Background: an optimization exercise with open tools, aiming at small area, a short achievable clock period and few clock cycles per item. Do not read the settings as production practice. Only simulation tests tie the RTL to the original design; equivalence was not proved. Power figures rest on the tool's default switching activity, not on a simulated workload.

==> design.v <==
`timescale 1ns / 1ps
`default_nettype none
package kfct_pkg;
  localparam int ENTRIES     = 64;
  localparam int COUNT_WIDTH = 16;
  localparam int KEY_WIDTH   = 32;
  localparam int IDX_W       = (ENTRIES > 1) ? $clog2(ENTRIES) : 1;
  localparam int OP_W        = 3;
  localparam int IN_KEY_W    = 32;
  localparam int RES_W       = 17;
  typedef enum logic [OP_W-1:0] {
    OP_INC    = 3'd0,
    OP_DEC    = 3'd1,
    OP_EJECT  = 3'd2,
    OP_CLEAR  = 3'd3,
    OP_SEARCH = 3'd4,
    OP_MAX    = 3'd5
  } kfct_op_t;
  typedef enum logic [2:0] {
    ST_IDLE,
    ST_SCAN,
    ST_DRAIN,
    ST_UPDATE,
    ST_RESP
  } kfct_state_t;
  typedef struct packed {
    logic load;       
    logic scan_rd;    
    logic commit;     
    logic out_load;   
  } kfct_cmd_t;
  typedef struct packed {
    logic scan_last;  
    logic out_free;   
  } kfct_sts_t;
endpackage
`default_nettype wire
`timescale 1ns / 1ps
`default_nettype none
module key_frequency_count_table (
  input  wire logic               clk,
  input  wire logic               rst_n,
  input  wire logic               in_valid,
  output logic                    in_ready,
  input  wire logic [2:0]         in_op,
  input  wire logic [31:0]        in_key,
  output logic                    out_valid,
  input  wire logic               out_ready,
  output logic signed [16:0]      out_count,
  output logic                    out_found,
  output logic                    out_status
);
  localparam int N  = kfct_pkg::ENTRIES;
  localparam int KW = kfct_pkg::KEY_WIDTH;
  localparam int CW = kfct_pkg::COUNT_WIDTH;
  localparam int RW = kfct_pkg::RES_W;
  localparam int QD = 5;                  
  localparam int D  = QD + 1;             
  localparam logic [RW-1:0] NONE = '1;
  logic [KW-1:0] key_mem [N];
  logic [CW-1:0] cnt_mem [N];
  logic [N-1:0]  valid_r;
  logic       in_rdy_r;
  logic [2:0] outst_r;                    
  logic       blk_r;                      
  logic       big_r;                      
  logic       out_valid_r;
  logic       scan_last;
  wire acc = in_valid & in_rdy_r;
  wire pop = out_valid_r & out_ready;
  logic [2:0] outst_nxt;
  logic       blk_nxt;
  always_comb begin
    outst_nxt = outst_r + {2'b0, acc} - {2'b0, pop};
    blk_nxt   = blk_r ? !scan_last : (acc && in_op == kfct_pkg::OP_MAX && big_r);
  end
  always_ff @(posedge clk) begin
    if (!rst_n) begin
      outst_r  <= '0;
      blk_r    <= 1'b0;
      in_rdy_r <= 1'b1;
    end else begin
      outst_r  <= outst_nxt;
      blk_r    <= blk_nxt;
      in_rdy_r <= (outst_nxt < 3'(D)) && !blk_nxt;
    end
  end
  assign in_ready = in_rdy_r;
  logic          a_v, a_slow;
  logic [2:0]    a_op;
  logic [KW-1:0] a_key;
  always_ff @(posedge clk) begin
    a_op  <= in_op;
    a_key <= in_key;
    a_v   <= rst_n && acc;
    a_slow <= (in_op == kfct_pkg::OP_MAX) && big_r;
  end
  logic          b_v, b_slow, b_eqp;
  logic [2:0]    b_op;
  logic [KW-1:0] b_key;
  logic [N-1:0]  b_match;
  logic [N-1:0]  ins_oh;                  
  logic [N-1:0]  cmp;
  logic          eqkc;
  logic          hold;                    
  logic          scan_r;
  always_comb begin
    for (int j = 0; j < N; j++) cmp[j] = (key_mem[j] == a_key);
    eqkc = (a_key == b_key);
  end
  always_ff @(posedge clk) begin
    if (!rst_n) begin
      b_v    <= 1'b0;
      scan_r <= 1'b0;
    end else begin
      b_v    <= hold ? b_v : a_v;
      scan_r <= hold;
    end
  end
  always_ff @(posedge clk) begin
    b_key <= a_key;
    b_eqp <= eqkc;
    if (!hold) begin
      b_op   <= a_op;
      b_slow <= a_slow;
    end
    for (int j = 0; j < N; j++) begin
      if (hold) b_match[j] <= scan_r ? ((j == 0) ? 1'b0 : b_match[j-1]) : (j == 0);
      else      b_match[j] <= ins_oh[j] ? eqkc : cmp[j];
    end
  end
  logic          c_v, c_slow, c_hit, c_ins, c_any, c_wcnt, c_clrp, c_wpv;
  logic          c_a3, c_a2;
  logic [2:0]    c_op;
  logic [CW-1:0] c_cnt;
  logic [3:0]    c_wp;
  logic [N-1:0]  c_oh;
  logic [N-1:0]  hit_oh, free_oh, wr_oh, we_oh;
  logic          hit, full, ins, b_inc, b_dec, b_ej, b_max;
  logic [CW-1:0] c_rd;
  logic [N-1:0]  pre;                     
  logic [CW-1:0] w;                       
  logic [N-1:0]  al0, al1, al2;
  logic          an3, an2;
  assign hit_oh = b_match & valid_r;
  assign hit    = |hit_oh;
  assign full   = &valid_r;
  assign b_inc  = (b_op == kfct_pkg::OP_INC);
  assign b_dec  = (b_op == kfct_pkg::OP_DEC);
  assign b_ej   = (b_op == kfct_pkg::OP_EJECT);
  assign b_max  = (b_op == kfct_pkg::OP_MAX);
  assign ins    = b_v && b_inc && !hit && !full;
  always_comb begin
    logic [N-1:0] p;
    p = ~valid_r;
    for (int s = 1; s < N; s = s * 2) p = p | (p << s);
    pre     = p << 1;
    free_oh = ~valid_r & ~pre;
  end
  assign ins_oh = ins ? free_oh : '0;
  assign wr_oh  = ((b_inc || b_dec) ? hit_oh : '0) | ins_oh;
  always_comb begin
    c_rd = '0;
    for (int j = 0; j < N; j++) c_rd = c_rd | (hit_oh[j] ? cnt_mem[j] : '0);
  end
  assign we_oh = c_wcnt ? c_oh : '0;
  always_comb begin
    al0 = valid_r & ~we_oh;
    an3 = 1'b0;
    for (int j = 0; j < N; j++) an3 = an3 | (al0[j] & cnt_mem[j][3]);
    for (int j = 0; j < N; j++) al1[j] = al0[j] & (cnt_mem[j][3] | !an3);
    an2 = 1'b0;
    for (int j = 0; j < N; j++) an2 = an2 | (al1[j] & cnt_mem[j][2]);
    for (int j = 0; j < N; j++) al2[j] = al1[j] & (cnt_mem[j][2] | !an2);
  end
  wire c2_clr = c_v && c_op == kfct_pkg::OP_CLEAR;
  wire fwd    = b_eqp && c_wcnt;
  always_ff @(posedge clk) begin
    if (!rst_n) begin
      c_v    <= 1'b0;
      c_wcnt <= 1'b0;
    end else begin
      c_v    <= b_v && !hold;
      c_wcnt <= b_v && !hold && (((b_inc || b_dec) && hit) || ins);
    end
  end
  always_ff @(posedge clk) begin
    c_op   <= b_op;
    c_slow <= b_slow;
    c_hit  <= hit;
    c_ins  <= ins;
    c_any  <= |valid_r;
    c_cnt  <= c2_clr ? '0 : (fwd ? w : c_rd);
    c_oh   <= b_max ? al2 : wr_oh;
    c_a3   <= an3;
    c_a2   <= an2;
    c_clrp <= c2_clr;
    c_wpv  <= c_wcnt;
    c_wp   <= w[3:0];
  end
  always_ff @(posedge clk) begin
    for (int j = 0; j < N; j++) begin
      if (ins_oh[j]) key_mem[j] <= b_key;
    end
  end
  always_ff @(posedge clk) begin
    if (!rst_n) begin
      valid_r <= '0;
    end else begin
      for (int j = 0; j < N; j++) begin
        if (ins_oh[j]) valid_r[j] <= 1'b1;
        else if (b_v && b_ej && hit_oh[j]) valid_r[j] <= 1'b0;
      end
    end
  end
  assign scan_last = scan_r && b_match[N-1];
  assign hold      = b_v && b_slow && !scan_last;
  logic [CW-1:0] sacc;
  always_ff @(posedge clk) begin
    if (scan_r) sacc <= b_match[0] ? '0 : ((c_cnt > sacc) ? c_cnt : sacc);
  end
  logic [CW-1:0] w_inc, w_dec;
  logic [N-1:0]  al3;
  logic          an1, an0;
  logic [3:0]    eng, mx4;
  logic [CW-1:0] smax;
  logic [RW-1:0] r_cnt;
  logic          r_found, r_status;
  assign w_inc = (c_cnt == '1) ? c_cnt : c_cnt + 1'b1;
  assign w_dec = (c_cnt == '0) ? c_cnt : c_cnt - 1'b1;
  assign w     = (c_op == kfct_pkg::OP_INC) ? w_inc : w_dec;
  always_ff @(posedge clk) begin
    for (int j = 0; j < N; j++) begin
      if (c2_clr) cnt_mem[j] <= '0;
      else if (we_oh[j]) cnt_mem[j] <= w;
    end
  end
  always_ff @(posedge clk) begin
    if (!rst_n) big_r <= 1'b0;
    else if (c2_clr) big_r <= 1'b0;
    else if (c_wcnt && (w[CW-1:4] != '0 || w[3:2] == 2'b11)) big_r <= 1'b1;
  end
  always_comb begin
    an1 = 1'b0;
    for (int j = 0; j < N; j++) an1 = an1 | (c_oh[j] & cnt_mem[j][1]);
    for (int j = 0; j < N; j++) al3[j] = c_oh[j] & (cnt_mem[j][1] | !an1);
    an0 = 1'b0;
    for (int j = 0; j < N; j++) an0 = an0 | (al3[j] & cnt_mem[j][0]);
    eng = {c_a3, c_a2, an1, an0};
    mx4 = c_clrp ? 4'd0 : ((c_wpv && c_wp > eng) ? c_wp : eng);
    smax = (c_cnt > sacc) ? c_cnt : sacc;
  end
  always_comb begin
    r_cnt    = NONE;
    r_found  = 1'b0;
    r_status = 1'b0;
    unique case (c_op)
      kfct_pkg::OP_INC: begin
        if (c_hit || c_ins) r_cnt = {1'b0, w};
        else r_status = 1'b1;
        r_found = c_hit;
      end
      kfct_pkg::OP_DEC: begin
        if (c_hit) r_cnt = {1'b0, w};
        r_found = c_hit;
      end
      kfct_pkg::OP_EJECT, kfct_pkg::OP_SEARCH: begin
        if (c_hit) r_cnt = {1'b0, c_cnt};
        r_found = c_hit;
      end
      kfct_pkg::OP_CLEAR: begin
        if (c_any) r_cnt = '0;
      end
      kfct_pkg::OP_MAX: begin
        if (c_any) r_cnt = c_slow ? {1'b0, smax} : {13'b0, mx4};
      end
      default: ;
    endcase
  end
  logic [RW+1:0] q_mem [QD];
  logic [2:0]    q_wp, q_rp, q_n;
  logic [RW+1:0] o_r;
  wire  [RW+1:0] r_pk   = {r_cnt, r_found, r_status};
  wire           o_free = !out_valid_r || out_ready;
  wire           q_ne   = (q_n != '0);
  wire           q_push = c_v && (!o_free || q_ne);
  wire           q_pop  = o_free && q_ne;
  always_ff @(posedge clk) begin
    if (!rst_n) begin
      out_valid_r <= 1'b0;
      q_wp        <= '0;
      q_rp        <= '0;
      q_n         <= '0;
    end else begin
      if (o_free) out_valid_r <= q_ne || c_v;
      if (q_push) q_wp <= (q_wp == 3'(QD - 1)) ? '0 : q_wp + 1'b1;
      if (q_pop)  q_rp <= (q_rp == 3'(QD - 1)) ? '0 : q_rp + 1'b1;
      q_n <= q_n + {2'b0, q_push} - {2'b0, q_pop};
    end
  end
  always_ff @(posedge clk) begin
    if (q_push) q_mem[q_wp] <= r_pk;
    if (o_free) o_r <= q_ne ? q_mem[q_rp] : r_pk;
  end
  assign out_valid  = out_valid_r;
  assign out_count  = $signed(o_r[RW+1:2]);
  assign out_found  = o_r[1];
  assign out_status = o_r[0];
endmodule
`default_nettype wire
==> run.sh <==
#!/bin/bash
# synth_recipe.tcl (not shown) runs the flow's synth.tcl, then flattens the netlist and writes it again
# the make line also repeats each setting of config.mk as NAME=value (left out here)
make -C /OpenROAD-flow-scripts/flow DESIGN_CONFIG=/design/flow/config.mk WORK_HOME=/design/flow/orfs CLKGATE_MAP_FILE= SYNTH_SCRIPT=/design/flow/synth_recipe.tcl finish
==> config.mk <==
export PLATFORM = sky130hd
export DESIGN_NAME = key_frequency_count_table
export DESIGN_NICKNAME = key_frequency_count_table
export VERILOG_FILES = /design/flow/design.v
export SDC_FILE = /design/flow/constraint.sdc
export NUM_CORES = 4
export LEC_CHECK = 0
export CAP_MARGIN = 20
export CORE_MARGIN = 2
export CORE_UTILIZATION = 40
export SLEW_MARGIN = 20
==> constraint.sdc <==
create_clock -name core_clock -period 6.0 [get_ports {clk}]
set_input_delay 1.2000 -clock core_clock [delete_from_list [all_inputs] [get_ports {clk}]]
set_output_delay 1.2000 -clock core_clock [all_outputs]
set_load 0.01 [all_outputs]
==> impl_metrics.ini, run 1 <==
[synth]
synthTopCellsByArea = edfxtp_1, dfxtp_1, xor2_1, xnor2_1, a21oi_1
synth_seq_area_share = 0.619
syn_nets = 13000
yosys_register_bits = 3522
synth_compound_area_frac = 0.0920
synthAdderAreaFrac = 0.00285
synth_top_family_by_area = simple AND/OR/NAND/NOR gates
synthArstFlopShare = 0
synth_top_area_share = 0.439
synthSimpleGateAreaFrac = 0.130
synth.area.mux_share = 0.00557
syn_avg_cell_area_um2 = 11.5
synthXorXnorAreaFrac = 0.123
synth_area_leader_cell = edfxtp_1
synthCells = 12900
synth-edff-count = 2182
ys_types = 82
yosysWarningCount = 3
synth_top_flop_cell = edfxtp_1
synth_area_um2 = 149000

[clock_tree]
postCtsSetupRepairBufs = 0
max-clock-path-buffers = 4
clock_latency_ns = 1.02
cts_buffers = 369
cts_tree = done
path_clk_slew_ns = 0.06
cts_root_buf = clkbuf_16
cts-resized-gates = 0
clkSinkCount = 3522
htreeDepth = 5
hold_buffers = 0

[timing]
rsz0062_at_grt = no
fmax_mhz = 197
setup_viol = 0
tightest_slew_ns = 1.40
fin_tns_setup_ns = 0
hold_viol_final = 0
relSlewSlack = 0.0661
post-route-period-util = 0.846
drv_slew = 0
holdWs_ns = 0.401
min_period_ns = 5.08
fin_skew_ns = 0.0892

[setup_path]
crit_chain = and2_1, nor4_1, nand4_1, nor4_4, buf_4, inv_2, or4_2, nor3_1, nand2_1, nor3b_2, buf_4
crit_buf_inv = 3
r2r_slack_ns = 0.92
crit_cells = 11
worstPathArrival_ns = 5.74
start_kind = register
cp-endpoint = key_mem[39][5]
r2r_end = key_mem[39][5]
r2r_cells = 11
worst_path_max_delay_cell = or4_2
timing.rr.start = valid_r[27]
critPathMaxStageDelay_ns = 0.71
cp.required_ns = 6.66
cpMostUsedCell = buf_4
crit_family = simple AND/OR/NAND/NOR gates
end_kind = register
critPathMaxFanout = 32
path_class = reg -> reg
crit_path_start = valid_r[27]

[global_routing]
grtUsageTotal = 0.365
grt_pass1_vias = 106000
grt_pass1_wl_mm = 946
antenna_found_initial = 95
grt_max_degree = 206
overflow = 0

[floorplan]
die_w_um = 615
rows = 224
initial_core_util = 0.401
core_um2 = 372000
dieArea_um2 = 378000
die_h_um = 615
io_pins = 60

[place]
io_buffers = 59
post-dp-hpwl_mm = 445
routabilityCongestion = 1.12

[power_and_ir_drop]
p_per_area_nw_per_um2 = 306
p_sw_frac = 0.236
internal_power_uw = 39800
power_frac_clock = 0.446
power_frac_comb = 0.051
power.leakage_uw = 0.0569
ir_drop_uv = 281
p_sw_uw = 12300
seqPwrFrac = 0.504

[cells_and_area]
nNetsFinal = 13100
syn_to_final_growth_pct = 14.2
final_layout_size_suffix_gt1_frac = 0.102

[detailed_routing]
first_iter_violations = 21400
drtPass1Iterations = 13
num_vias = 117000
vias_per_cell = 6.40
detail-route-antenna-nets = 0
detail_route.wl_per_cell_um = 38.9
wirelength_mm = 713
route.detailed.drc = 0

[run]
drv_cap = 0

[outcome]
status = no timing/DRC/antenna violations

[min_path]
hold_path_class = reg -> reg
hold_depth = 0
## power groups by stage
| stage | logic [uW] | clock network, uW | registers (uW) |
|---|---|---|---|
| after global placement | 2600 | 0 | 26800 |
| after floorplan | 1360 | 0 | 26600 |
| after detailed placement | 2610 | 0 | 26800 |
| after CTS | 2620 | 23200 | 26200 |
| after global routing | 2760 | 24100 | 26200 |
| final | 2640 | 23200 | 26200 |
## sequential cells by signal, indices dropped and copies added (netlist names), 4 cells and up, named ones only
register  flops
key_mem    2048
cnt_mem    1024
q_mem        95
b_match      64
c_oh         64
valid_r      64
a_key        32
b_key        32
o_r          19
c_cnt        16
sacc         16
c_wp          4
## layer usage
layer / wire (um) / global-route usage
met1: 257000 / 0.463
met2: 302000 / 0.536
met3: 89800 / 0.0974
met4: 63800 / 0.271
met5: 225 / 0
## layout by cell type, fill, tap and decap left out, types with 42 or more instances in the layout
master	Yosys	layout
edfxtp_1	2182	2182
nand2_1	1301	1300
xor2_1	1284	1280
dfxtp_1	1340	1275
nor2_1	1114	1087
a21oi_1	1005	1004
xnor2_1	819	812
buf_4	6	555
nor4_1	481	472
nand4_1	446	446
clkbuf_16	0	374
nand3_1	361	360
a22oi_1	242	242
a221oi_1	233	230
a211oi_1	160	159
and2_1	157	150
a22o_1	148	148
clkbuf_1	742	83
inv_1	82	81
nor3_1	101	78
clkinv_1	1	73
clkinv_2	0	66
dfxtp_4	0	65
a221o_1	59	59
clkdlybuf4s50_1	0	59
o2111a_1	50	50
diode_2	0	43
buf_12	0	42
## cells in the mapped netlist (101+ instances only)
library cell	instances
edfxtp_1	2182
dfxtp_1	1340
nand2_1	1301
xor2_1	1284
nor2_1	1114
a21oi_1	1005
xnor2_1	819
clkbuf_1	742
nor4_1	481
nand4_1	446
nand3_1	361
a22oi_1	242
a221oi_1	233
buf_1	199
a211oi_1	160
and2_1	157
a22o_1	148
nor3_1	101
## how the worst min path moves through the flow
stage | slack (ns) | end | start
global route | 0.41 | b_op[2] | a_op[2]
CTS | 0.40 | c_slow | b_slow
floorplan | 0.34 | c_slow | b_slow
detailed placement | 0.39 | c_slow | b_slow
global placement | 0.38 | c_slow | b_slow
finish | 0.40 | b_op[2] | a_op[2]
## cell type report
| type | instances | area [um2] |
|---|---|---|
| sequential | 3522 | 92600 |
| fill | 34100 | 201000 |
| antenna | 43 | 108 |
| clock buffer | 479 | 9970 |
| inverter | 84 | 315 |
| multi-input combinational | 8352 | 53500 |
| clock inverter | 204 | 2010 |
| tap | 4972 | 6220 |
| timing repair buffer | 659 | 5630 |
## metrics by stage
stage | setup WS [ns] | power (uW) | util | cells | cell area [um2]
after floorplan | 0.145 | 27900 | - | 12900 | 149000
after global placement | 1.14 | 29400 | 0.425 | 17600 | 158000
after detailed placement | 1.11 | 29400 | 0.425 | 17600 | 158000
after CTS | 1.06 | 52100 | 0.458 | 18300 | 170000
after global routing | 0.890 | 53100 | 0.458 | 18300 | 170000
final | 0.922 | 52100 | 0.458 | 18300 | 170000
## worst reg2reg max path: stages, from the launching register on
cell and delay [ns]:
dfxtp_1 0.50, and2_1 0.28, nor4_1 0.62, nand4_1 0.27, nor4_4 0.26, buf_4 0.21
inv_2 0.10, or4_2 0.71, nor3_1 0.28, nand2_1 0.26, nor3b_2 0.71, buf_4 0.52
## cells by family after synthesis
| kind of cell | count (synthesis) |
|---|---|
| and+or+nand+nor | 4103 |
| DFF | 3522 |
| xor gates and xnor gates | 2103 |
| AOI/OAI and AO/OA | 2054 |
| buffers and inverters | 1057 |
| muxes | 59 |
| adders and majority gates | 33 |
Testbench counts, summed over its fixed seeds: cycles 16,032, items 16,000.
==> run 2: changes to the inputs <==
--- a/design.v
+++ b/design.v
@@ -55,5 +55,5 @@
   localparam int CW = kfct_pkg::COUNT_WIDTH;
   localparam int RW = kfct_pkg::RES_W;
-  localparam int QD = 5;                  
+  localparam int QD = 4;                  
   localparam int D  = QD + 1;             
   localparam logic [RW-1:0] NONE = '1;
@@ -91,7 +91,7 @@
   logic [KW-1:0] a_key;
   always_ff @(posedge clk) begin
-    a_op  <= in_op;
-    a_key <= in_key;
-    a_v   <= rst_n && acc;
+    a_op   <= in_op;
+    a_key  <= in_key;
+    a_v    <= rst_n && acc;
     a_slow <= (in_op == kfct_pkg::OP_MAX) && big_r;
   end
@@ -101,4 +101,5 @@
   logic [N-1:0]  b_match;
   logic [N-1:0]  ins_oh;                  
+  logic [N-1:0]  c_insw;                  
   logic [N-1:0]  cmp;
   logic          eqkc;
@@ -127,12 +128,12 @@
     for (int j = 0; j < N; j++) begin
       if (hold) b_match[j] <= scan_r ? ((j == 0) ? 1'b0 : b_match[j-1]) : (j == 0);
-      else      b_match[j] <= ins_oh[j] ? eqkc : cmp[j];
+      else      b_match[j] <= cmp[j];
     end
   end
   logic          c_v, c_slow, c_hit, c_ins, c_any, c_wcnt, c_clrp, c_wpv;
+  logic [3:0]    c_wp;
   logic          c_a3, c_a2;
   logic [2:0]    c_op;
   logic [CW-1:0] c_cnt;
-  logic [3:0]    c_wp;
   logic [N-1:0]  c_oh;
   logic [N-1:0]  hit_oh, free_oh, wr_oh, we_oh;
@@ -141,7 +142,8 @@
   logic [N-1:0]  pre;                     
   logic [CW-1:0] w;                       
-  logic [N-1:0]  al0, al1, al2;
-  logic          an3, an2;
-  assign hit_oh = b_match & valid_r;
+  logic [N-1:0]  al0, al2;
+  logic          an3, an2, x11, x01;
+  assign c_insw = c_ins ? c_oh : '0;
+  assign hit_oh = ((b_match & ~c_insw) | (b_eqp ? c_insw : '0)) & valid_r;
   assign hit    = |hit_oh;
   assign full   = &valid_r;
@@ -168,9 +170,14 @@
     al0 = valid_r & ~we_oh;
     an3 = 1'b0;
-    for (int j = 0; j < N; j++) an3 = an3 | (al0[j] & cnt_mem[j][3]);
-    for (int j = 0; j < N; j++) al1[j] = al0[j] & (cnt_mem[j][3] | !an3);
-    an2 = 1'b0;
-    for (int j = 0; j < N; j++) an2 = an2 | (al1[j] & cnt_mem[j][2]);
-    for (int j = 0; j < N; j++) al2[j] = al1[j] & (cnt_mem[j][2] | !an2);
+    x11 = 1'b0;
+    x01 = 1'b0;
+    for (int j = 0; j < N; j++) begin
+      an3 = an3 | (al0[j] & cnt_mem[j][3]);
+      x11 = x11 | (al0[j] & cnt_mem[j][3] & cnt_mem[j][2]);
+      x01 = x01 | (al0[j] & cnt_mem[j][2]);
+    end
+    an2 = an3 ? x11 : x01;
+    for (int j = 0; j < N; j++)
+      al2[j] = al0[j] & (cnt_mem[j][3] == an3) & (cnt_mem[j][2] == an2);
   end
   wire c2_clr = c_v && c_op == kfct_pkg::OP_CLEAR;
@@ -195,11 +202,11 @@
     c_a3   <= an3;
     c_a2   <= an2;
-    c_clrp <= c2_clr;
     c_wpv  <= c_wcnt;
     c_wp   <= w[3:0];
+    c_clrp <= c2_clr;
   end
   always_ff @(posedge clk) begin
     for (int j = 0; j < N; j++) begin
-      if (ins_oh[j]) key_mem[j] <= b_key;
+      if (free_oh[j]) key_mem[j] <= b_key;
     end
   end
@@ -215,5 +222,10 @@
   end
   assign scan_last = scan_r && b_match[N-1];
-  assign hold      = b_v && b_slow && !scan_last;
+  logic hold_r;
+  always_ff @(posedge clk) begin
+    if (!rst_n) hold_r <= 1'b0;
+    else        hold_r <= hold ? !(scan_r && b_match[N-2]) : (a_v && a_slow);
+  end
+  assign hold = hold_r;
   logic [CW-1:0] sacc;
   always_ff @(posedge clk) begin
@@ -221,6 +233,5 @@
   end
   logic [CW-1:0] w_inc, w_dec;
-  logic [N-1:0]  al3;
-  logic          an1, an0;
+  logic          an1, x1a, x1b, an0;
   logic [3:0]    eng, mx4;
   logic [CW-1:0] smax;
@@ -230,8 +241,8 @@
   assign w_dec = (c_cnt == '0) ? c_cnt : c_cnt - 1'b1;
   assign w     = (c_op == kfct_pkg::OP_INC) ? w_inc : w_dec;
+  wire [CW-1:0] cnt_wd = c2_clr ? '0 : w;
   always_ff @(posedge clk) begin
     for (int j = 0; j < N; j++) begin
-      if (c2_clr) cnt_mem[j] <= '0;
-      else if (we_oh[j]) cnt_mem[j] <= w;
+      if (c2_clr || we_oh[j]) cnt_mem[j] <= cnt_wd;
     end
   end
@@ -243,8 +254,12 @@
   always_comb begin
     an1 = 1'b0;
-    for (int j = 0; j < N; j++) an1 = an1 | (c_oh[j] & cnt_mem[j][1]);
-    for (int j = 0; j < N; j++) al3[j] = c_oh[j] & (cnt_mem[j][1] | !an1);
-    an0 = 1'b0;
-    for (int j = 0; j < N; j++) an0 = an0 | (al3[j] & cnt_mem[j][0]);
+    x1a = 1'b0;
+    x1b = 1'b0;
+    for (int j = 0; j < N; j++) begin
+      an1 = an1 | (c_oh[j] & cnt_mem[j][1]);
+      x1a = x1a | (c_oh[j] & cnt_mem[j][1] & cnt_mem[j][0]);
+      x1b = x1b | (c_oh[j] & cnt_mem[j][0]);
+    end
+    an0 = an1 ? x1a : x1b;
     eng = {c_a3, c_a2, an1, an0};
     mx4 = c_clrp ? 4'd0 : ((c_wpv && c_wp > eng) ? c_wp : eng);
--- a/config.mk
+++ b/config.mk
@@ -8,4 +8,9 @@
 export CAP_MARGIN = 20
 export CORE_MARGIN = 2
-export CORE_UTILIZATION = 40
+export CORE_UTILIZATION = 50
+export CTS_CLUSTER_DIAMETER = 100
+export CTS_CLUSTER_SIZE = 25
+export PLACE_DENSITY = 0.6
+export SETUP_SLACK_MARGIN = 2.1
 export SLEW_MARGIN = 20
+export TNS_END_PERCENT = 5
==> run 2 against run 1 <==
Global-route usage rose by 8.5 points. Clock power decreased by 39%. Die area decreased by 22%. Via count fell by 16%. Synthesized cell count down 26%. Sequential share of layout area rose by 9.0 points. Sequential cell count decreased by 19.
==> impl_metrics.ini, run 2 <==
[timing]
holdWs_ns = 0.370
fin_skew_ns = 0.0827
relSlewSlack = 0.159
hold_viol_final = 0
rsz0062_at_grt = yes
setup_ws_ns = 1.86
min_period_ns = 4.14
tightest_slew_ns = 1.26
setup_viol = 0
drv_slew = 0
post-route-period-util = 0.690
fin_tns_setup_ns = 0
fmax_mhz = 242

[detailed_routing]
num_vias = 98300
route.detailed.drc = 0
detail_route.wl_per_cell_um = 48.2
vias_per_cell = 7.06
drtPass1Iterations = 8
first_iter_violations = 18200
wirelength_mm = 672
detail-route-antenna-nets = 0

[synth]
synth_seq_area_share = 0.705
ys_types = 70
synth_area_um2 = 145000
synthCells = 9602
yosys-top-cells-count = edfxtp_1, xor2_1, xnor2_1
yosysMostFrequentCell = edfxtp_1
yosys_register_bits = 3503
synthTopCellsByArea = edfxtp_1, xor2_1, xnor2_1, dfxtp_1, a22oi_1
synthArstFlopShare = 0
synth-edff-count = 3187
syn_nets = 9674
synth_top_area_share = 0.662
synth_area_leader_cell = edfxtp_1
yosysWarningCount = 3
syn_avg_cell_area_um2 = 15.1
synth_top_flop_cell = edfxtp_1

[clock_tree]
path_clk_slew_ns = 0.10
max-clock-path-buffers = 4
cts_buffers = 175
cts_tree = done
htreeDepth = 4
clkSinkCount = 3503
cts_root_buf = clkbuf_16
hold_buffers = 0
clock_latency_ns = 0.95

[power_and_ir_drop]
p_per_area_nw_per_um2 = 271
power.leakage_uw = 0.0535
p_sw_frac = 0.235
seqPwrFrac = 0.620
p_sw_uw = 10300
power_frac_comb = 0.057
ir_drop_uv = 368
power_frac_clock = 0.323
internal_power_uw = 33500

[setup_path]
worstPathArrival_ns = 4.86
cp.required_ns = 6.72
start_kind = register
critPathMaxFanout = 10
path_class = reg -> reg
end_kind = register

[floorplan]
initial_core_util = 0.502
dieArea_um2 = 294000
die_h_um = 542
die_w_um = 542
core_um2 = 288000
io_pins = 60
rows = 197

[global_routing]
grt_max_degree = 65
grt_pass1_vias = 90800
grt_pass1_wl_mm = 870
overflow = 0
antenna_found_initial = 106
grtUsageTotal = 0.450

[cells_and_area]
layout_common_cells = edfxtp_1, xor2_1, xnor2_1
n_fill_cell = 22700
final_layout_size_suffix_gt1_frac = 0.132
top_regs = key_mem x2048, cnt_mem x1024, q_mem x76
syn_to_final_growth_pct = 11.7
nNetsFinal = 10000
layout_commonest_cell = edfxtp_1
largest_register_ffs = 2048
largest_register = key_mem

[place]
routabilityCongestion = 1.12
post-dp-hpwl_mm = 419
io_buffers = 59
pre_cts_slack_ns = 0.904

[outcome]
status = no timing/DRC/antenna violations

[min_path]
hold_path_class = reg -> reg

[run]
drv_cap = 0
run 2: cell types whose count changed after synthesis, sizes merged, moves of 100 or more:
cell | previous run | this run
a22oi | 242 | 496
nand2 | 1301 | 437
a221oi | 234 | 106
a21oi | 1005 | 137
a21boi | 3 | 103
edfxtp | 2182 | 3187
buf | 231 | 122
nor2 | 1114 | 127
and2 | 158 | 19
clkbuf | 742 | 382
xor2 | 1284 | 1103
a211oi | 160 | 8
dfxtp | 1340 | 316
xnor2 | 819 | 981
run 2: logic make-up (layout without fill, tap and decap cells):
kind of cell             after synthesis  in the layout  share of synthesized area
multiplexers                          55             55                    0.00561
AO/OA/AOI/OAI                       1337           1337                     0.0700
AND/OR/NAND/NOR                     1996           1999                     0.0741
adder cells (fa/ha/maj)               33             33                    0.00296
flip-flops                          3503           3503                      0.705
other                                  0             53                          0
XOR/XNOR                            2084           2084                      0.126
buffers and inverters                594           1080                     0.0157
run 2: what timing repair did:
| action | 4_1_cts | 5_1_grt |
|---|---|---|
| setup buffers | 43 | 40 |
| cloned | 8 | 4 |
| gates resized for setup | 118 | 112 |
| hold endpoints to repair | 0 | 0 |
| pin swaps | 37 | 26 |
| setup endpoints to repair | 777 | 710 |
run 2: metrics by stage:
step           area [um2]  instances  total power [uW]   util
2_1_floorplan      145000       9602             28800      -
3_3_place_gp       154000      13500             30100  0.534
3_5_place_dp       154000      13500             30100  0.534
4_1_cts            160000      13800             43700  0.557
5_1_grt            161000      13900             44500  0.560
6_report           161000      13900             43800  0.561
run 2: worst max-delay path, cell delays in order (launching register included):
cell      delay [ns]
dfxtp_4         0.44
buf_12          0.18
buf_4           0.15
buf_12          0.12
a21boi_0        0.08
o21a_1          0.43
buf_4           0.37
buf_4           0.26
a222oi_1        0.37
nand4_1         0.37
o31ai_2         1.08
a21oi_1         0.07
run 2: path summary, 6_finish.rpt:
check                             from  slack [ns]  cells past startpoint        to
worst max register to register   c_ins        1.86                     11  c_cnt[7]
worst max-delay path             c_ins        1.86                     11  c_cnt[7]
worst min-delay path            b_slow        0.37                      0    c_slow
worst min register to register  b_slow        0.37                      0    c_slow
run 2: area by class of cell:
| cell class | count | area (um2) | area share |
|---|---|---|---|
| multi-input combinational | 5508 | 42100 | 0.261 |
| inverter | 90 | 352 | 0.00218 |
| timing repair buffer | 689 | 6480 | 0.0401 |
| antenna | 53 | 133 | 0.000821 |
| sequential | 3503 | 102000 | 0.634 |
| clock buffer | 265 | 4870 | 0.0301 |
| tap | 3781 | 4730 | 0.0293 |
| timing repair inverter | 1 | 6.26 | 0.0000387 |
| clock inverter | 35 | 522 | 0.00323 |
run 2: layer usage:
layer / global-route usage / vias to the layer above / routed length [um] / share of wire
li1: - / 37400 / - / -
met1: 0.570 / 50600 / 236000 / 0.35
met2: 0.674 / 8173 / 294000 / 0.44
met3: 0.120 / 2096 / 82500 / 0.12
met4: 0.318 / 64 / 58900 / 0.088
met5: 0 / - / 461 / 0.00069
run 2: power groups by stage:
stage	sequential [uW]	combinational, uW	clock [uW]
global placement	27700	2390	0
CTS	27100	2470	14100
finish	27100	2520	14100
detailed placement	27700	2430	0
floorplan	27400	1350	0
global route	27100	2600	14800
Testbench counts of run 2, summed over its fixed seeds: cycles 16,032, items 16,000.
==> run 3: changes to the inputs <==
--- a/config.mk
+++ b/config.mk
@@ -14,3 +14,3 @@
 export SETUP_SLACK_MARGIN = 2.1
 export SLEW_MARGIN = 20
-export TNS_END_PERCENT = 5
+export TNS_END_PERCENT = 100
==> run 3 against run 2 <==
Synthesized cell count did not move. Non-clock buffer count fell by 13. Setup slack improved by 0.0012 ns. Die area did not move. Hold slack got worse by 0.015 ns. Global-route usage rose by 0.34 points. Area after synthesis did not move. Via count rose by 0.59%. Critical path type unchanged. Largest cell class unchanged. Largest power group unchanged.
==> impl_metrics.ini, run 3 <==
[setup_path]
r2r_end = c_oh[34]
critPathMaxFanout = 26
timing.rr.start = c_wcnt
r2r_slack_ns = 1.86
start_kind = register
worstPathArrival_ns = 4.89
critPathMaxStageDelay_ns = 0.59
r2r_cells = 13
cp.required_ns = 6.75
worst_path_max_delay_cell = o211ai_1
end_kind = register
crit_family = simple AND/OR/NAND/NOR gates
path_class = reg -> reg
cpMostUsedCell = buf_12
crit_chain = buf_12, buf_12, buf_4, a21boi_0, buf_4, a22oi_1, nand4_1, nor4_4, and3_4, buf_12, buf_12, nor3_1, o211ai_1
crit_buf_inv = 6

[synth]
synthCells = 9602
syn_avg_cell_area_um2 = 15.1
yosys_register_bits = 3503
synth_seq_area_share = 0.705
syn_nets = 9674
synth_top_area_share = 0.662
synth_area_leader_cell = edfxtp_1
synthArstFlopShare = 0
synth_top_flop_cell = edfxtp_1
yosys-top-cells-count = edfxtp_1, xor2_1, xnor2_1
synthTopCellsByArea = edfxtp_1, xor2_1, xnor2_1, dfxtp_1, a22oi_1
yosysMostFrequentCell = edfxtp_1
synth_area_um2 = 145000
synth-edff-count = 3187
ys_types = 70
yosysWarningCount = 3

[clock_tree]
cts_root_buf = clkbuf_16
clock_latency_ns = 0.96
htreeDepth = 4
clkSinkCount = 3503
max-clock-path-buffers = 4
path_clk_slew_ns = 0.10
hold_buffers = 0
cts_buffers = 177
cts_tree = done

[place]
io_buffers = 59
routabilityCongestion = 1.11
placed_cells = 13500
post-dp-hpwl_mm = 422
pre_cts_slack_ns = 0.870

[floorplan]
dieArea_um2 = 294000
io_pins = 60
die_h_um = 542
core_um2 = 288000
die_w_um = 542
rows = 197
initial_core_util = 0.502

[detailed_routing]
first_iter_violations = 18400
detail-route-antenna-nets = 0
detail_route.wl_per_cell_um = 48.6
num_vias = 98900
drtPass1Iterations = 8
vias_per_cell = 7.10
route.detailed.drc = 0
wirelength_mm = 676

[timing]
setup_ws_ns = 1.86
fin_tns_setup_ns = 0
fin_skew_ns = 0.0628
min_period_ns = 4.14
holdWs_ns = 0.355
fmax_mhz = 242
setup_viol = 0
drv_slew = 0
post-route-period-util = 0.690
rsz0062_at_grt = yes
relSlewSlack = 0.167
tightest_slew_ns = 1.24
hold_viol_final = 0

[global_routing]
grt_pass1_vias = 91400
grt_max_degree = 65
grtUsageTotal = 0.454
antenna_found_initial = 109
overflow = 0
grt_pass1_wl_mm = 875

[power_and_ir_drop]
p_per_area_nw_per_um2 = 271
p_total_uw = 43700
p_sw_frac = 0.235
internal_power_uw = 33400
p_sw_uw = 10300
ir_drop_uv = 335
power_frac_clock = 0.322
seqPwrFrac = 0.621
power_frac_comb = 0.057
power.leakage_uw = 0.0534

[cells_and_area]
layout_common_cells = edfxtp_1, xor2_1, xnor2_1
largest_register_ffs = 2048
nNetsFinal = 10000
final_layout_size_suffix_gt1_frac = 0.133
syn_to_final_growth_pct = 11.6
stdcell_count = 13900
layout_commonest_cell = edfxtp_1
top_regs = key_mem x2048, cnt_mem x1024, q_mem x76
largest_register = key_mem

[run]
drv_cap = 0

[min_path]
holdPathEnd = c_slow
hold_path_class = reg -> reg
hold_start = b_slow
hold_depth = 0

[outcome]
status = no timing/DRC/antenna violations
-- run 3: power by group through the flow --
stage | clock network (uW) | registers [uW] | logic (uW)
global placement | 0 | 27700 | 2350
CTS | 14000 | 27100 | 2440
floorplan | 0 | 27400 | 1350
detailed placement | 0 | 27700 | 2400
global route | 14800 | 27200 | 2560
finish | 14100 | 27100 | 2470
-- run 3: final cells by class --
type | instances | area, um2
diodes | 64 | 160
clock buffers | 265 | 4880
clock inverters | 33 | 465
fillers | 22600 | 127000
inverters | 90 | 340
multi-input cells | 5515 | 42400
flip-flops and latches | 3503 | 102000
well taps | 3781 | 4730
repair buffers | 676 | 6100
-- run 3: how the worst max path moves through the flow --
stage,startpoint,endpoint,slack [ns],cells past startpoint
CTS,cnt_mem[21][1],o_r[4],1.95,15
finish,c_wcnt,c_oh[34],1.86,13
global route,cnt_mem[7][0],o_r[5],1.85,15
detailed placement,c_ins,c_oh[62],0.87,9
global placement,c_ins,c_oh[62],0.87,9
floorplan,valid_r[1],key_mem[27][0],1.57,6
-- run 3: cell families after synthesis --
kind of cell	after synthesis	synth area share
compound gates	1337	0.0700
flops	3503	0.705
simple gates	1996	0.0741
buf+inv	594	0.0157
mux	55	0.00561
xor+xnor	2084	0.126
fa+ha+maj	33	0.00296
-- run 3: metrics by stage --
stage	area (um2)	util
floorplan	145000	-
global route	161000	0.560
CTS	161000	0.558
detailed placement	154000	0.535
finish	161000	0.561
global placement	154000	0.535
-- run 3: layer usage --
metal / up-vias / wire length (um) / track usage
met5: - / 306 / 0
met4: 42 / 59100 / 0.323
met3: 2128 / 80600 / 0.110
met2: 8378 / 298000 / 0.680
met1: 51000 / 238000 / 0.581
li1: 37400 / - / -
-- run 3: timing repair --
item,in CTS,in global routing
endpoints found under the setup margin,1005,463
gates resized for setup,135,80
buffers inserted,58,14
pin swaps,41,22
cloned,10,4
==> run 4: changes to the inputs <==
--- a/design.v
+++ b/design.v
@@ -55,5 +55,5 @@
   localparam int CW = kfct_pkg::COUNT_WIDTH;
   localparam int RW = kfct_pkg::RES_W;
-  localparam int QD = 4;                  
+  localparam int QD = 3;                  
   localparam int D  = QD + 1;             
   localparam logic [RW-1:0] NONE = '1;
@@ -87,18 +87,12 @@
   end
   assign in_ready = in_rdy_r;
-  logic          a_v, a_slow;
-  logic [2:0]    a_op;
-  logic [KW-1:0] a_key;
-  always_ff @(posedge clk) begin
-    a_op   <= in_op;
-    a_key  <= in_key;
-    a_v    <= rst_n && acc;
-    a_slow <= (in_op == kfct_pkg::OP_MAX) && big_r;
-  end
+  wire          a_v    = acc;
+  wire          a_slow = (in_op == kfct_pkg::OP_MAX) && big_r;
+  wire [2:0]    a_op   = in_op;
+  wire [KW-1:0] a_key  = in_key;
   logic          b_v, b_slow, b_eqp;
   logic [2:0]    b_op;
   logic [KW-1:0] b_key;
   logic [N-1:0]  b_match;
-  logic [N-1:0]  ins_oh;                  
   logic [N-1:0]  c_insw;                  
   logic [N-1:0]  cmp;
@@ -115,5 +109,5 @@
       scan_r <= 1'b0;
     end else begin
-      b_v    <= hold ? b_v : a_v;
+      b_v    <= hold ? b_v : (rst_n && a_v);
       scan_r <= hold;
     end
@@ -131,11 +125,12 @@
     end
   end
-  logic          c_v, c_slow, c_hit, c_ins, c_any, c_wcnt, c_clrp, c_wpv;
+  logic          c_v, c_slow, c_hit, c_ins, c_any, c_wcnt, c_hitw, c_clrp, c_wpv;
   logic [3:0]    c_wp;
   logic          c_a3, c_a2;
   logic [2:0]    c_op;
+  logic          c_inc;
   logic [CW-1:0] c_cnt;
   logic [N-1:0]  c_oh;
-  logic [N-1:0]  hit_oh, free_oh, wr_oh, we_oh;
+  logic [N-1:0]  hit_oh, free_oh, we_oh, veff;
   logic          hit, full, ins, b_inc, b_dec, b_ej, b_max;
   logic [CW-1:0] c_rd;
@@ -145,7 +140,8 @@
   logic          an3, an2, x11, x01;
   assign c_insw = c_ins ? c_oh : '0;
-  assign hit_oh = ((b_match & ~c_insw) | (b_eqp ? c_insw : '0)) & valid_r;
+  assign veff   = valid_r | c_insw;
+  assign hit_oh = ((b_match & ~c_insw) | (b_eqp ? c_insw : '0)) & veff;
   assign hit    = |hit_oh;
-  assign full   = &valid_r;
+  assign full   = &veff;
   assign b_inc  = (b_op == kfct_pkg::OP_INC);
   assign b_dec  = (b_op == kfct_pkg::OP_DEC);
@@ -155,18 +151,16 @@
   always_comb begin
     logic [N-1:0] p;
-    p = ~valid_r;
+    p = ~veff;
     for (int s = 1; s < N; s = s * 2) p = p | (p << s);
     pre     = p << 1;
-    free_oh = ~valid_r & ~pre;
+    free_oh = ~veff & ~pre;
   end
-  assign ins_oh = ins ? free_oh : '0;
-  assign wr_oh  = ((b_inc || b_dec) ? hit_oh : '0) | ins_oh;
   always_comb begin
     c_rd = '0;
     for (int j = 0; j < N; j++) c_rd = c_rd | (hit_oh[j] ? cnt_mem[j] : '0);
   end
-  assign we_oh = c_wcnt ? c_oh : '0;
   always_comb begin
-    al0 = valid_r & ~we_oh;
+    for (int j = 0; j < N; j++) we_oh[j] = c_oh[j] & (valid_r[j] ? c_hitw : c_ins);
+    al0 = veff & ~we_oh;
     an3 = 1'b0;
     x11 = 1'b0;
@@ -187,17 +181,21 @@
       c_v    <= 1'b0;
       c_wcnt <= 1'b0;
+      c_hitw <= 1'b0;
+      c_ins  <= 1'b0;
     end else begin
       c_v    <= b_v && !hold;
       c_wcnt <= b_v && !hold && (((b_inc || b_dec) && hit) || ins);
-    end
+      c_hitw <= b_v && !hold && (b_inc || b_dec) && hit;
+      c_ins  <= ins;
+      end
   end
   always_ff @(posedge clk) begin
     c_op   <= b_op;
+    c_inc  <= b_inc;
     c_slow <= b_slow;
     c_hit  <= hit;
-    c_ins  <= ins;
-    c_any  <= |valid_r;
+    c_any  <= |veff;
     c_cnt  <= c2_clr ? '0 : (fwd ? w : c_rd);
-    c_oh   <= b_max ? al2 : wr_oh;
+    c_oh   <= b_max ? al2 : (hit_oh | free_oh);
     c_a3   <= an3;
     c_a2   <= an2;
@@ -208,5 +206,5 @@
   always_ff @(posedge clk) begin
     for (int j = 0; j < N; j++) begin
-      if (free_oh[j]) key_mem[j] <= b_key;
+      if (!veff[j]) key_mem[j] <= b_key;
     end
   end
@@ -216,6 +214,5 @@
     end else begin
       for (int j = 0; j < N; j++) begin
-        if (ins_oh[j]) valid_r[j] <= 1'b1;
-        else if (b_v && b_ej && hit_oh[j]) valid_r[j] <= 1'b0;
+        valid_r[j] <= (valid_r[j] | c_insw[j]) && !(b_v && b_ej && hit_oh[j]);
       end
     end
@@ -232,5 +229,4 @@
     if (scan_r) sacc <= b_match[0] ? '0 : ((c_cnt > sacc) ? c_cnt : sacc);
   end
-  logic [CW-1:0] w_inc, w_dec;
   logic          an1, x1a, x1b, an0;
   logic [3:0]    eng, mx4;
@@ -238,7 +234,12 @@
   logic [RW-1:0] r_cnt;
   logic          r_found, r_status;
-  assign w_inc = (c_cnt == '1) ? c_cnt : c_cnt + 1'b1;
-  assign w_dec = (c_cnt == '0) ? c_cnt : c_cnt - 1'b1;
-  assign w     = (c_op == kfct_pkg::OP_INC) ? w_inc : w_dec;
+  always_comb begin
+    logic [CW-1:0] u;
+    logic [CW:0]   cy;
+    u     = c_inc ? c_cnt : ~c_cnt;
+    cy[0] = 1'b1;
+    for (int k = 0; k < CW; k++) cy[k+1] = &(u | ~((CW'(1) << (k + 1)) - CW'(1)));
+    for (int k = 0; k < CW; k++) w[k] = c_cnt[k] ^ (cy[k] & !cy[CW]);
+  end
   wire [CW-1:0] cnt_wd = c2_clr ? '0 : w;
   always_ff @(posedge clk) begin
@@ -296,7 +297,7 @@
   logic [2:0]    q_wp, q_rp, q_n;
   logic [RW+1:0] o_r;
-  wire  [RW+1:0] r_pk   = {r_cnt, r_found, r_status};
   wire           o_free = !out_valid_r || out_ready;
   wire           q_ne   = (q_n != '0);
+  wire  [RW+1:0] r_pk   = {r_cnt, r_found, r_status};
   wire           q_push = c_v && (!o_free || q_ne);
   wire           q_pop  = o_free && q_ne;
--- a/config.mk
+++ b/config.mk
@@ -14,3 +14,3 @@
 export SETUP_SLACK_MARGIN = 2.1
 export SLEW_MARGIN = 20
-export TNS_END_PERCENT = 100
+export TNS_END_PERCENT = 5
==> run 4 against run 3 <==
Clock power is 4% lower. Hold slack gained 0.0068 ns. Count of clock-buffer cells in the layout increased by 7. Total power up 4.1%. Critical path depth up 1. Via count down 1.1%. Combinational power grew 61%. Fmax is 7.0% lower. Largest cell class unchanged. Setup slack worse by 0.31 ns.
==> impl_metrics.ini, run 4 <==
[outcome]
status = no timing/DRC/antenna violations

[detailed_routing]
first_iter_violations = 20400
route.detailed.drc = 0
drtPass1Iterations = 7
vias_per_cell = 7.10
wirelength_mm = 659
detail-route-antenna-nets = 0
num_vias = 97800
detail_route.wl_per_cell_um = 47.8

[setup_path]
start_kind = register
r2r_slack_ns = 1.55
path_class = reg -> reg
worstPathArrival_ns = 5.17
critPathMaxFanout = 10
end_kind = register
cp.required_ns = 6.72

[synth]
synth-edff-count = 3168
syn_nets = 9489
synth_top_area_share = 0.667
synth_area_leader_cell = edfxtp_1
yosysWarningCount = 3
yosysMostFrequentCell = edfxtp_1
ys_types = 78
yosys_register_bits = 3449
synth_seq_area_share = 0.706
synthTopCellsByArea = edfxtp_1, xor2_1, xnor2_1, dfxtp_1, nand4_1
synthArstFlopShare = 0
yosys-top-cells-count = edfxtp_1, xor2_1, xnor2_1
synthCells = 9424
syn_avg_cell_area_um2 = 15.1
synth_area_um2 = 143000
synth_top_flop_cell = edfxtp_1

[global_routing]
grt_pass1_vias = 88300
antenna_found_initial = 96
grt_pass1_wl_mm = 854
grt_max_degree = 120
overflow = 0
grtUsageTotal = 0.446

[timing]
fin_skew_ns = 0.0704
setup_viol = 0
hold_viol_final = 0
fin_tns_setup_ns = 0
post-route-period-util = 0.742
rsz0062_at_grt = yes
tightest_slew_ns = 1.28
drv_slew = 0
fmax_mhz = 225
relSlewSlack = 0.138
min_period_ns = 4.45

[power_and_ir_drop]
ir_drop_uv = 309
p_sw_frac = 0.247
internal_power_uw = 34300
power_frac_comb = 0.087
power.leakage_uw = 0.0538
power_frac_clock = 0.299
seqPwrFrac = 0.614
p_per_area_nw_per_um2 = 285
p_sw_uw = 11200
p_total_uw = 45500

[floorplan]
dieArea_um2 = 290000
die_w_um = 538
core_um2 = 284000
rows = 196
io_pins = 60
initial_core_util = 0.502
die_h_um = 538

[cells_and_area]
nNetsFinal = 9911
layout_common_cells = edfxtp_1, xor2_1, xnor2_1
top_regs = key_mem x2048, cnt_mem x1024
final_layout_size_suffix_gt1_frac = 0.130
largest_register = key_mem
largest_register_ffs = 2048
syn_to_final_growth_pct = 11.9
stdcell_count = 13800
post-route-util = 0.561
layout_commonest_cell = edfxtp_1
fin_area_um2 = 160000

[clock_tree]
cts_tree = done
max-clock-path-buffers = 4
cts_root_buf = clkbuf_16
cts_buffers = 169
path_clk_slew_ns = 0.10
clkSinkCount = 3449
clock_latency_ns = 0.95
htreeDepth = 4

[min_path]
hold_path_class = reg -> reg

[place]
io_buffers = 59
place_area_um2 = 153000
routabilityCongestion = 1.15
post-dp-hpwl_mm = 424
placed_cells = 13400

[run]
drv_cap = 0
## run 4: power by group through the flow
stage	Combinational (uW)	Sequential (uW)	Clock, uW
3_5_place_dp	3790	28500	0
5_1_grt	4130	28000	14300
4_1_cts	3860	27900	13500
3_3_place_gp	3720	28400	0
6_report	3970	27900	13600
2_1_floorplan	2070	28300	0
## run 4: critical path: stages, from the launching register on
cell	delay, ns
dfxtp_4	0.41
buf_4	0.15
buf_6	0.13
buf_4	0.14
a21boi_1	0.98
buf_4	0.34
nand3_1	0.14
nand4_1	0.18
nor4_2	0.07
nand4_1	0.16
nor4_4	0.10
mux2_4	0.32
buf_16	0.18
o211ai_1	0.73
o21ai_2	0.19
## run 4: cells by family (layout without fill, tap and decap cells)
family                   after synthesis  after routing  synth area share
buffers and inverters                641           1189            0.0174
AND/OR/NAND/NOR                     1728           1731            0.0668
AO/OA/AOI/OAI                       1366           1366            0.0704
adder cells (fa/ha/maj)               26             26           0.00238
XOR/XNOR                            2093           2093             0.128
multiplexers                         121            121           0.00869
flip-flops                          3449           3449             0.706
other                                  0             50                 0
## run 4: final timing paths
| kind | startpoint | endpoint | cells after the start |
|---|---|---|---|
| worst min-delay path | b_slow | c_slow | 0 |
| worst max-delay path | c_hitw | c_oh[35] | 14 |
| worst max register to register | c_hitw | c_oh[35] | 14 |
| worst min register to register | b_slow | c_slow | 0 |
## run 4: layout make-up
class,instances,area (um2)
clock inverter,28,349
multi-input combinational,5337,41600
fill,22500,125000
antenna,50,125
sequential,3449,101000
tap,3762,4710
inverter,135,510
clock buffer,272,4710
timing repair buffer,754,6830
## run 4: layer usage
| layer | routed length (um) | share of wire | GRT usage |
|---|---|---|---|
| met1 | 249000 | 0.38 | 0.620 |
| met2 | 269000 | 0.41 | 0.621 |
| met3 | 104000 | 0.16 | 0.168 |
| met4 | 36900 | 0.056 | 0.200 |
| met5 | 842 | 0.0013 | 0.00953 |
## run 4: metrics by stage
| step | hold slack [ns] | worst slack (ns) |
|---|---|---|
| 2_1_floorplan | 0.323 | 1.88 |
| 3_3_place_gp | 0.332 | 0.578 |
| 3_5_place_dp | 0.330 | 0.897 |
| 4_1_cts | 0.361 | 1.92 |
| 5_1_grt | 0.382 | 1.70 |
| 6_report | 0.362 | 1.55 |
## run 4: timing repair
item                                    4_1_cts  5_1_grt
gates cloned                                  9        1
pin swaps                                    37        3
gates resized for setup                     191        6
buffers inserted                             63        7
endpoints found under the setup margin      394      659
hold buffers                                  0        0
Testbench counts of run 4, summed over its fixed seeds: cycles 16,024, items 16,000.
==> run 5: changes to the inputs <==
--- a/design.v
+++ b/design.v
@@ -158,9 +158,9 @@
   always_comb begin
     c_rd = '0;
-    for (int j = 0; j < N; j++) c_rd = c_rd | (hit_oh[j] ? cnt_mem[j] : '0);
+    for (int j = 0; j < N; j++) c_rd = c_rd | ((b_match[j] && valid_r[j]) ? cnt_mem[j] : '0);
   end
   always_comb begin
     for (int j = 0; j < N; j++) we_oh[j] = c_oh[j] & (valid_r[j] ? c_hitw : c_ins);
-    al0 = veff & ~we_oh;
+    al0 = valid_r & ~(c_wcnt ? c_oh : '0);
     an3 = 1'b0;
     x11 = 1'b0;
==> run 5 against run 4 <==
Sequential share of layout area up 0.32 points. Count of clock-buffer cells in the layout up 7. Still clean. Register-to-register slack better by 0.03 ns. Final cell count down 0.52%. Critical endpoint is now c_oh[47]. Critical path type unchanged. Highest routed layer unchanged. Total power about the same.
==> impl_metrics.ini, run 5 <==
[power_and_ir_drop]
p_per_area_nw_per_um2 = 286
power.leakage_uw = 0.0536
p_sw_uw = 11200
internal_power_uw = 34300
power_frac_clock = 0.302
p_total_uw = 45500
ir_drop_uv = 317
power_frac_comb = 0.083
seqPwrFrac = 0.614
p_sw_frac = 0.246

[synth]
synthSimpleGateAreaFrac = 0.0673
synth_top_area_share = 0.664
yosysWarningCount = 3
synth_top_family_by_area = XOR/XNOR gates
yosys-top-cells-count = edfxtp_1, xor2_1, xnor2_1
yosys_register_bits = 3449
synthCells = 9473
syn_nets = 9538
synth_top_flop_cell = edfxtp_1
synth_compound_area_frac = 0.0681
synth_seq_area_share = 0.703
synthXorXnorAreaFrac = 0.128
synth_area_leader_cell = edfxtp_1
syn_avg_cell_area_um2 = 15.1
synth_area_um2 = 143000
synth.area.mux_share = 0.0122
synth-edff-count = 3168
synthArstFlopShare = 0
synthTopCellsByArea = edfxtp_1, xor2_1, xnor2_1, dfxtp_1, nand4_1
synthAdderAreaFrac = 0.00237
yosysMostFrequentCell = edfxtp_1
ys_types = 95

[global_routing]
grt_max_degree = 65
grt_pass1_vias = 88900
grtUsageTotal = 0.444
grt_pass1_wl_mm = 854
antenna_found_initial = 105
overflow = 0

[setup_path]
end_kind = register
crit_chain = a21boi_0, buf_4, nand3_1, nand4_1, nor4_1, buf_4, and4_1, mux2_4, buf_12, xnor2_1, o31ai_4
start_kind = register
critPathMaxStageDelay_ns = 0.88
r2r_slack_ns = 1.58
timing.rr.start = valid_r[14]
crit_buf_inv = 3
critPathMaxFanout = 12
path_class = reg -> reg
crit_family = compound AO/OA/AOI/OAI gates
r2r_end = c_oh[47]
cpMostUsedCell = buf_4
r2r_cells = 11
worstPathArrival_ns = 5.12
cp.required_ns = 6.70
worst_path_max_delay_cell = a21boi_0

[timing]
hold_viol_final = 0
fin_skew_ns = 0.0835
tightest_slew_ns = 1.36
fmax_mhz = 226
fin_tns_setup_ns = 0
drv_slew = 0
rsz0062_at_grt = yes
holdWs_ns = 0.362
min_period_ns = 4.42
relSlewSlack = 0.0900
post-route-period-util = 0.737
setup_viol = 0

[clock_tree]
clkSinkCount = 3449
cts_buffers = 174
cts_root_buf = clkbuf_16
max-clock-path-buffers = 4
path_clk_slew_ns = 0.10
cts_tree = done
clock_latency_ns = 0.96
htreeDepth = 4

[floorplan]
die_h_um = 539
dieArea_um2 = 291000
initial_core_util = 0.503
rows = 196
io_pins = 60
core_um2 = 285000
die_w_um = 539

[place]
post-dp-hpwl_mm = 426
place_area_um2 = 153000
routabilityCongestion = 1.14
io_buffers = 59

[min_path]
hold_start = b_slow
holdPathEnd = c_slow
hold_depth = 0
hold_path_class = reg -> reg

[cells_and_area]
layout_common_cells = edfxtp_1, xor2_1, xnor2_1
post-route-util = 0.557
top_regs = key_mem x2048, cnt_mem x1024
final_layout_size_suffix_gt1_frac = 0.119
syn_to_final_growth_pct = 10.9
largest_register = key_mem
fin_area_um2 = 159000
nNetsFinal = 9820
layout_commonest_cell = edfxtp_1
largest_register_ffs = 2048

[detailed_routing]
num_vias = 97800
route.detailed.drc = 0
detail-route-antenna-nets = 0
vias_per_cell = 7.13
detail_route.wl_per_cell_um = 48.1
wirelength_mm = 660
first_iter_violations = 19300
drtPass1Iterations = 6

[run]
drv_cap = 0

[outcome]
status = no timing/DRC/antenna violations
[run 5: area by class of cell]
| class | instances | area [um2] |
|---|---|---|
| diodes | 66 | 165 |
| clock buffers | 279 | 4830 |
| clock inverters | 29 | 404 |
| fillers | 22500 | 126000 |
| inverters | 131 | 495 |
| multi-input cells | 5352 | 41700 |
| flip-flops and latches | 3449 | 101000 |
| well taps | 3762 | 4710 |
| repair buffers | 647 | 5730 |
[run 5: per-layer routing]
metal / global-route usage / part of all wire
met5: 0 / 0.00059
met4: 0.208 / 0.058
met3: 0.158 / 0.15
met2: 0.620 / 0.41
met1: 0.619 / 0.38
[run 5: cell families (layout without fill, tap and decap cells)]
family,after synthesis,after routing
and+or+nand+nor,1738,1739
muxes,169,169
xor gates and xnor gates,2101,2101
adders and majority gates,26,26
other,0,66
AOI/OAI and AO/OA,1317,1317
buffers and inverters,673,1086
DFF,3449,3449
[run 5: how the worst max path moves through the flow]
stage                      from  endpoint  slack, ns  cells past startpoint
detailed placement       c_wcnt  c_oh[47]       1.08                     12
finish              valid_r[14]  c_oh[47]       1.58                     11
global placement         c_wcnt  c_oh[47]       0.61                     12
floorplan                 c_ins     c_any       2.00                     11
CTS                      c_wcnt  c_oh[47]       1.90                     12
global route           c_oh[54]    o_r[3]       1.81                     17
[run 5: repair_timing]
action / 4_1_cts / 5_1_grt
setup endpoints to repair: 173 / 347
gates cloned: 1 / 2
hold buffers: 0 / 0
resized for setup: 81 / 10
buffers inserted: 19 / 3
pin swaps: 15 / 3
[run 5: metrics by stage]
step,setup WS (ns),instances
2_1_floorplan,2.00,9473
3_3_place_gp,0.614,13300
3_5_place_dp,1.08,13300
4_1_cts,1.90,13600
5_1_grt,1.81,13700
6_report,1.58,13700
[run 5: worst reg2reg max path, cell delays in order (launching register included)]
cell	delay (ns)
dfxtp_1	0.75
a21boi_0	0.88
buf_4	0.32
nand3_1	0.12
nand4_1	0.35
nor4_1	0.13
buf_4	0.18
and4_1	0.18
mux2_4	0.33
buf_12	0.17
xnor2_1	0.16
o31ai_4	0.65
[run 5: power by group through the flow]
stage	clock (uW)	sequential (uW)	combinational, uW
global route	14400	28100	3960
finish	13800	28000	3790
floorplan	0	28300	2050
CTS	13700	28000	3710
global placement	0	28500	3600
detailed placement	0	28500	3670
Testbench counts of run 5, summed over its fixed seeds: cycles 16,024, items 16,000.

==> static timing again, ports no longer ideal <==
How much do the figures lean on ideal ports? The routed layouts below were timed once more, with nothing changed but the port constraints. Step 1, drivers: a clkbuf_16 drives clk and a buf_2 each remaining input, both assumed. Step 2 also shifts input and output timing later by t, the mid clock arrival at the registers, as if the neighbouring blocks saw the same clock. Three values: ideal ports, drivers, drivers and shift; two values: the first two.
run	shift t [ns]	setup slack, ns	worst register clock-pin slew, ns
run 1	1.088	0.922 / 0.922 / 0.922	0.07 / 0.07
run 2	1.019	1.859 / 1.859 / 1.859	0.11 / 0.11
run 3	1.042	1.861 / 1.861 / 1.861	0.11 / 0.11
run 4	1.039	1.549 / 1.549 / 1.549	0.11 / 0.11
run 5	1.012	1.578 / 1.578 / 1.578	0.11 / 0.11
After both steps setup and hold are still met in every run listed.
